What follows belongs to an exercise in optimizing a design on an open flow for small area; a production flow would make more cautious choices. Where RTL was checked, it was by simulation tests only, not by an equivalence proof against the original. No activity file was given, so power comes from the tool's default toggle rates.

==> module axil_regfile, before the edit <==
module axil_regfile (
    input  logic                            out_stream_aclk,
    input  logic                            periph_resetn,
    input  logic [8-1:0]  s_axi_lite_awaddr,
    input  logic                            s_axi_lite_awvalid,
    output logic                            s_axi_lite_awready,
    input  logic [32-1:0]       s_axi_lite_wdata,
    input  logic                            s_axi_lite_wvalid,
    output logic                            s_axi_lite_wready,
    output logic                            s_axi_lite_bvalid,
    output logic [1:0]                      s_axi_lite_bresp,
    input  logic                            s_axi_lite_bready,
    input  logic [8-1:0]  s_axi_lite_araddr,
    input  logic                            s_axi_lite_arvalid,
    output logic                            s_axi_lite_arready,
    output logic                            s_axi_lite_rvalid,
    output logic [32-1:0]       s_axi_lite_rdata,
    output logic [1:0]                      s_axi_lite_rresp,
    input  logic                            s_axi_lite_rready,
    output logic                            run
);
    localparam int idx_w = $clog2(8);
    localparam int last  = 8 - 1;
    logic [8-1:0][32-1:0] ring;
    logic [idx_w-1:0] enter;
    logic [idx_w-1:0] turn;
    logic             parked;
    logic             clean;
    logic [idx_w-1:0] turn_step;
    localparam logic [idx_w-1:0] turn_home = 3'b001;
    logic             wr_req;
    logic             wr_go;
    logic             park;
    logic             unpark;
    logic             bypass;
    logic             turn_end;
    logic [32-1:0] ring_in;
    assign clean     = (turn != '0);
    assign turn_step = {turn[1:0], turn[2] ^ turn[1]};
    assign turn_end  = (turn_step == turn_home);
    assign wr_req = s_axi_lite_awvalid && s_axi_lite_wvalid && clean &&
                    (s_axi_lite_awaddr[2 +: idx_w] == enter);
    assign park   = s_axi_lite_arvalid && clean && !parked &&
                    (s_axi_lite_araddr[2 +: idx_w] == enter);
    assign unpark = parked && !s_axi_lite_rvalid && (turn == turn_home);
    assign bypass = park || (parked && !unpark);
    assign wr_go  = wr_req && !park;
    assign s_axi_lite_awready = wr_go;
    assign s_axi_lite_wready  = wr_go;
    assign s_axi_lite_arready = s_axi_lite_arvalid && park;
    assign s_axi_lite_bresp   = pixgen_pkg::axil_okay;
    assign s_axi_lite_rresp   = pixgen_pkg::axil_okay;
    assign s_axi_lite_rdata   = ring[last];
    always_comb begin
        if (wr_go) begin
            ring_in = s_axi_lite_wdata;
        end else if (!clean) begin
            ring_in = '0;
        end else if (bypass) begin
            ring_in = ring[last-1];
        end else begin
            ring_in = ring[last];
        end
    end
    always_ff @(posedge out_stream_aclk) begin
        ring[last-1:0] <= {ring[last-2:0], ring_in};
        if (!bypass) begin
            ring[last] <= ring[last-1];
        end
    end
    always_ff @(posedge out_stream_aclk) begin
        if (!periph_resetn) begin
            enter  <= '0;
            turn   <= '0;
            parked <= 1'b0;
        end else begin
            if (park || (parked && turn_end && s_axi_lite_rvalid &&
                         !s_axi_lite_rready)) begin
                enter <= enter + 2'd2;
            end else begin
                enter <= enter + 1'b1;
            end
            if (bypass) begin
                turn <= turn_step;
            end else if (!clean && (enter == idx_w'(last))) begin
                turn <= turn_home;
            end
            if (park) begin
                parked <= 1'b1;
            end else if (unpark) begin
                parked <= 1'b0;
            end
        end
    end
    always_ff @(posedge out_stream_aclk) begin
        if (!periph_resetn) begin
            s_axi_lite_rvalid <= 1'b0;
        end else if (park) begin
            s_axi_lite_rvalid <= 1'b1;
        end else if (s_axi_lite_rready) begin
            s_axi_lite_rvalid <= 1'b0;
        end
    end
    always_ff @(posedge out_stream_aclk) begin
        if (!periph_resetn) begin
            s_axi_lite_bvalid <= 1'b0;
        end else if (wr_go) begin
            s_axi_lite_bvalid <= 1'b1;
        end else if (s_axi_lite_bready) begin
            s_axi_lite_bvalid <= 1'b0;
        end
    end
    always_ff @(posedge out_stream_aclk) begin
        if (!periph_resetn) begin
            run <= 1'b0;
        end else if (wr_go && (enter == '0)) begin
            run <= s_axi_lite_wdata[0];
        end
    end
endmodule
clock: 5.0 ns
lec_check: 0
cap_margin: 20
core_margin: 2
core_utilization: 75
place_density: 0.9
slew_margin: 20
standard.sh (not shown) runs the stock make flow with config.mk's settings and CLKGATE_MAP_FILE= SYNTH_SCRIPT=/design/flow/synth_recipe.tcl, a recipe that flattens the netlist after the stock synthesis.
==> flow/flow/run.sh <==
#!/bin/bash
# The standard layout (standard.sh), with these changes:
#  - after the standard synthesis, the combinational logic between the
#    flip-flops is re-mapped for area (flow/remap.sh, flow/remap.tcl);
#    flip-flops and tie cells stay exactly as the standard synthesis made
#    them (same instances, names and cell types);
#  - ports are buffered with the smallest buffer, sky130_fd_sc_hd__buf_1;
#  - a leaner clock tree (small buffers, no dummy loads);
#  - one tie cell per constant instead of one per load.
# Each tool's output goes to a log file of its own in this folder.
set -euo pipefail
export BUFFER_PORTS_ARGS="-buffer_cell sky130_fd_sc_hd__buf_1"
export CTS_ARGS="-sink_clustering_enable -repair_clock_nets -dont_use_dummy_load -buf_list sky130_fd_sc_hd__clkbuf_4 -sink_clustering_size 12 -sink_clustering_max_diameter 40"
export SKIP_REPAIR_TIE_FANOUT=1
bash standard.sh synth > synth.log 2>&1
R=orfs/results/$FLOW_PLATFORM/pixel_generator/base
cp $R/1_2_yosys.v standard_synth.v
bash flow/remap.sh > remap.log 2>&1
cp remapped.v $R/1_2_yosys.v
rm -f $R/1_synth.odb $R/1_synth.sdc
bash standard.sh > standard.log 2>&1
Other scripts of this flow, unchanged in this note and not shown: flow/flow/remap.sh, flow/flow/remap.tcl, flow/flow/remap_eq.tcl, flow/flow/seq_cells.txt
The first run went through all stages and came out clean.
Next try:
--- a/flow/design.v
+++ b/flow/design.v
@@ -27,29 +27,25 @@
     localparam int last  = 8 - 1;
     logic [8-1:0][32-1:0] ring;
     logic [idx_w-1:0] enter;
     logic [idx_w-1:0] turn;
     logic             parked;
     logic             clean;
-    logic [idx_w-1:0] turn_step;
-    localparam logic [idx_w-1:0] turn_home = 3'b001;
     logic             wr_req;
     logic             wr_go;
     logic             park;
     logic             unpark;
     logic             bypass;
     logic             turn_end;
     logic [32-1:0] ring_in;
-    assign clean     = (turn != '0);
-    assign turn_step = {turn[1:0], turn[2] ^ turn[1]};
-    assign turn_end  = (turn_step == turn_home);
+    assign turn_end = (turn == idx_w'(last - 1));
     assign wr_req = s_axi_lite_awvalid && s_axi_lite_wvalid && clean &&
                     (s_axi_lite_awaddr[2 +: idx_w] == enter);
     assign park   = s_axi_lite_arvalid && clean && !parked &&
                     (s_axi_lite_araddr[2 +: idx_w] == enter);
-    assign unpark = parked && !s_axi_lite_rvalid && (turn == turn_home);
+    assign unpark = parked && !s_axi_lite_rvalid && (turn == '0);
     assign bypass = park || (parked && !unpark);
     assign wr_go  = wr_req && !park;
     assign s_axi_lite_awready = wr_go;
     assign s_axi_lite_wready  = wr_go;
     assign s_axi_lite_arready = s_axi_lite_arvalid && park;
     assign s_axi_lite_bresp   = pixgen_pkg::axil_okay;
@@ -74,28 +70,32 @@
     end
     always_ff @(posedge out_stream_aclk) begin
         if (!periph_resetn) begin
             enter  <= '0;
             turn   <= '0;
             parked <= 1'b0;
+            clean  <= 1'b0;
         end else begin
             if (park || (parked && turn_end && s_axi_lite_rvalid &&
                          !s_axi_lite_rready)) begin
                 enter <= enter + 2'd2;
             end else begin
                 enter <= enter + 1'b1;
             end
-            if (bypass) begin
-                turn <= turn_step;
-            end else if (!clean && (enter == idx_w'(last))) begin
-                turn <= turn_home;
+            if (bypass && !turn_end) begin
+                turn <= turn + 1'b1;
+            end else begin
+                turn <= '0;
             end
             if (park) begin
                 parked <= 1'b1;
             end else if (unpark) begin
                 parked <= 1'b0;
+            end
+            if (enter == idx_w'(last)) begin
+                clean <= 1'b1;
             end
         end
     end
     always_ff @(posedge out_stream_aclk) begin
         if (!periph_resetn) begin
             s_axi_lite_rvalid <= 1'b0;
Result: Hold slack got worse by 0.041 ns. Routed wire length went up by 1.2%. Count of clock-buffer cells in the layout shrinks by 1. Power is lower by 7.5%. Synthesized cell count falls by 2.1%. Setup slack gains 0.0051 ns. Design area hardly moves. Non-clock buffer count is higher by 2.
Function not checked in the first run of this note: the RTL went through the layout flow alone.


Starting RTL as in the previous note.
clock: 5.0 ns
lec_check: 0
cap_margin: 20
core_margin: 2
core_utilization: 75
place_density: 0.9
slew_margin: 20
Scripts as last shown in full above: flow/flow/run.sh
Other scripts of this flow, unchanged in this note and not shown: flow/flow/remap.sh, flow/flow/remap.tcl, flow/flow/seq_cells.txt
Next try:
--- a/flow/design.v
+++ b/flow/design.v
@@ -31,6 +31,4 @@
     logic             parked;
     logic             clean;
-    logic [idx_w-1:0] turn_step;
-    localparam logic [idx_w-1:0] turn_home = 3'b001;
     logic             wr_req;
     logic             wr_go;
@@ -40,12 +38,10 @@
     logic             turn_end;
     logic [32-1:0] ring_in;
-    assign clean     = (turn != '0);
-    assign turn_step = {turn[1:0], turn[2] ^ turn[1]};
-    assign turn_end  = (turn_step == turn_home);
+    assign turn_end = (turn == idx_w'(last - 1));
     assign wr_req = s_axi_lite_awvalid && s_axi_lite_wvalid && clean &&
                     (s_axi_lite_awaddr[2 +: idx_w] == enter);
     assign park   = s_axi_lite_arvalid && clean && !parked &&
                     (s_axi_lite_araddr[2 +: idx_w] == enter);
-    assign unpark = parked && !s_axi_lite_rvalid && (turn == turn_home);
+    assign unpark = parked && !s_axi_lite_rvalid && (turn == '0);
     assign bypass = park || (parked && !unpark);
     assign wr_go  = wr_req && !park;
@@ -78,4 +74,5 @@
             turn   <= '0;
             parked <= 1'b0;
+            clean  <= 1'b0;
         end else begin
             if (park || (parked && turn_end && s_axi_lite_rvalid &&
@@ -85,8 +82,8 @@
                 enter <= enter + 1'b1;
             end
-            if (bypass) begin
-                turn <= turn_step;
-            end else if (!clean && (enter == idx_w'(last))) begin
-                turn <= turn_home;
+            if (bypass && !turn_end) begin
+                turn <= turn + 1'b1;
+            end else begin
+                turn <= '0;
             end
             if (park) begin
@@ -94,4 +91,7 @@
             end else if (unpark) begin
                 parked <= 1'b0;
+            end
+            if (enter == idx_w'(last)) begin
+                clean <= 1'b1;
             end
         end
The new run passed the timing, design-rule and antenna checks. Hold slack degrades by 0.041 ns. Power drops by about 7.5%. Global-route usage went down by 0.22 points. Core utilization increases by 0.16 points. Routed wire length rose by about 1.2%. Setup slack is better by 0.0051 ns. Die area fell by 0.49%. Maximum frequency barely changes. Non-clock buffer count rose by 2. Design area is about the same. Sequential share of layout area came out higher by 0.48 points. Area after synthesis goes down by 0.50%.
The RTL of the first run of this note was laid out without a check of its function.

-- afterwards: timing with drivers on the ports --
How much do the figures lean on ideal ports? The routed layouts below were timed once more, with nothing changed but the port constraints. Step 1 (the two cells are an assumption about what drives the block):
set clk [get_ports {out_stream_aclk}]
set_driving_cell -lib_cell sky130_fd_sc_hd__clkbuf_16 $clk
set_driving_cell -lib_cell sky130_fd_sc_hd__buf_2 [delete_from_list [all_inputs] $clk]
Step 2 moves the port delays by t, midway between the first and last clock arrival at a register: inputs arrive t later, outputs are due t later. That takes back most of the time a late clock gives input paths. Three values: no drivers, after step 1, after step 2; two values: the first two.
run	t, ns	slack for setup (ns)	clock arrival spread, ns
the first run of note 1	0.605	1.119 / 1.086 / 1.176	0.042 / 0.042
the second run of note 1	0.584	1.124 / 1.093 / 0.954	0.086 / 0.086
the first run of note 2	0.605	1.119 / 1.086 / 1.176	0.042 / 0.042
the second run of note 2	0.584	1.124 / 1.093 / 0.954	0.086 / 0.086
After both steps setup and hold are still met in every run listed.
